This design comes from an exercise in tuning for small area, a short achievable clock period and few clock cycles per item on the open sky130 flow, not from production work. In this exercise RTL edits were held to simulation tests only and were not proved equivalent to the original. No activity file was given, so power comes from the tool's default toggle rates.

Setup of run A:
==> flow/design.v (excerpt) <==
module pipe_prefix_adder #(
  parameter int WIDTH     = 68,
  parameter int REG_EVERY = 2,
  parameter int TAG_W     = 4,
  parameter int BLK       = 5,
  parameter int EB        = 4
) (
  input  logic             clk,
  input  logic             rst,
  input  logic             in_valid,
  output logic             in_ready,
  input  logic [WIDTH-1:0] a,
  input  logic [WIDTH-1:0] b,
  input  logic             cin,
  input  logic             op,
  input  logic [TAG_W-1:0] tag,
  output logic             out_valid,
  input  logic             out_ready,
  output logic [WIDTH-1:0] sum,
  output logic             cout,
  output logic             ovf,
  output logic             zero,
  output logic [TAG_W-1:0] tag_o
);
For scale: about 1100 cells after synthesis, about 86 flip-flops.
==> flow/config.mk <==
export PLATFORM = sky130hd
export DESIGN_NAME = pipe_prefix_adder
export DESIGN_NICKNAME = pipe_prefix_adder
export VERILOG_FILES = /design/flow/design.v
export SDC_FILE = /design/flow/constraint.sdc
export NUM_CORES = 4
export LEC_CHECK = 0
export ABC_AREA = 1
export CAP_MARGIN = 20
export CORE_MARGIN = 2
export CORE_UTILIZATION = 40
export CTS_BUF_LIST = sky130_fd_sc_hd__clkbuf_8
export CTS_CLUSTER_SIZE = 30
export SETUP_SLACK_MARGIN = 1.8
export SLEW_MARGIN = 20
==> flow/constraint.sdc <==
create_clock -name core_clock -period 4.5 [get_ports {clk}]
set_input_delay 0.9000 -clock core_clock [delete_from_list [all_inputs] [get_ports {clk}]]
set_output_delay 0.9000 -clock core_clock [all_outputs]
set_load 0.01 [all_outputs]
standard.sh (not shown) runs the stock make flow with config.mk's settings and CLKGATE_MAP_FILE= SYNTH_SCRIPT=/design/flow/synth_recipe.tcl, a recipe that flattens the netlist after the stock synthesis.
==> flow/flow/run.sh <==
#!/bin/bash
# The standard layout, with these changes:
#  - synthesis skips the full/half-adder extraction (ADDER_MAP_FILE empty),
#    leaving all arithmetic to abc; it is otherwise the standard synthesis;
#  - each port gets a buf_1 as its port buffer;
#  - clock tree synthesis adds no dummy loads.
# Each step's output goes to its own log in this folder.
set -e
export BUFFER_PORTS_ARGS="-buffer_cell sky130_fd_sc_hd__buf_1"
ADDER_MAP_FILE= bash standard.sh synth > synth.log 2>&1
bash standard.sh finish "CTS_ARGS=-sink_clustering_enable -repair_clock_nets -buf_list sky130_fd_sc_hd__clkbuf_8 -dont_use_dummy_load" > standard.log 2>&1
Testbench counts of run A, summed over its fixed seeds: cycles 24,008, items 24,000.
diff inputs: run A => run B
==> flow/flow/run.sh <==
#!/bin/bash
# The standard layout, with two changes:
#  - synthesis skips the full/half-adder extraction (ADDER_MAP_FILE empty),
#    leaving all arithmetic to abc; it is otherwise the standard synthesis;
#  - each port gets a buf_1 as its port buffer.
set -e
export BUFFER_PORTS_ARGS="-buffer_cell sky130_fd_sc_hd__buf_1"
ADDER_MAP_FILE= bash standard.sh synth > synth.log 2>&1
bash standard.sh > standard.log 2>&1
-- flow/config.mk --
<<< run A, line 13
export CTS_CLUSTER_SIZE = 30
export SETUP_SLACK_MARGIN = 1.8
export SLEW_MARGIN = 20
>>> run B, line 13
export CTS_CLUSTER_SIZE = 30
export SETUP_SLACK_MARGIN = 1.65
export SLEW_MARGIN = 20
==> summary.txt <==
Clock-pin transition on the worst setup and hold timing paths essentially unchanged between run A and run B.
Global-route wire length before repair: run A vs run B — no meaningful difference
The worst hold margin of run B falls short of that of run A by 0.021 ns.
Compared to run A, run B has post-layout total power about 3% higher.
Across both runs, worst slew slack as a fraction of its limit was higher for run B than for run A.
Reported for run A and run B, synthesized flop and latch total turned out identical to the last digit.
Any difference in setup violation total in the final timing report between run A and run B is small enough to ignore.
Setup changes, run B to run C
-- flow/config.mk --
<<< run B, line 13
export CTS_CLUSTER_SIZE = 30
export SETUP_SLACK_MARGIN = 1.65
export SLEW_MARGIN = 20
>>> run C, line 13
export CTS_CLUSTER_SIZE = 30
export SETUP_SLACK_MARGIN = 1.8
export SLEW_MARGIN = 20
Results
Run C vs run B — slew at the pin closest to its max-slew limit rose 0.0055 ns.
On final area: run C sits above run B.
[compare] base=run B new=run C: maximum frequency climbed 4.1%; fraction of power consumed by combinational cells has increased.
Re worst reg-to-reg path cell count: no difference whatsoever between run B and run C.
Run C reports a higher setup slack than run B does.
Min post-route clock period utilization across run B and run C: run C
Post-detailed-routing wire length deteriorates in run C relative to run B.
In the reports for run B and run C, the larger leakage power summed over all cells belongs to run C.

==> re-timing with driven ports <==
In the flow no input, the clock included, has a driving cell. The finished layouts below were timed again as built, in two steps. Step 1 assumes that a clkbuf_16 drives the clock port and a buf_2 every other input. Step 2 adds t to the input delays and takes it off the output delays; t is the mean of the earliest and latest rising clock arrival at the registers after step 1. Input paths then give back, and output paths get back, about the clock's delay inside the block. Three values: ideal ports, drivers, drivers and shift; two values: the first two.
run	t, ns	slack for setup (ns)	worst setup path at the end	clock arrival spread, ns
run A	0.409	1.905 / 1.861 / 1.471	input to register	0.025 / 0.025
run B	0.417	1.780 / 1.737 / 1.403	input to register	0.012 / 0.012
run C	0.419	1.888 / 1.796 / 1.377	input to register	0.016 / 0.015
After both steps setup and hold are still met in every run listed. The setup slack of run C, which loses most, moves by -0.092 ns with the drivers and by -0.511 ns with both steps.
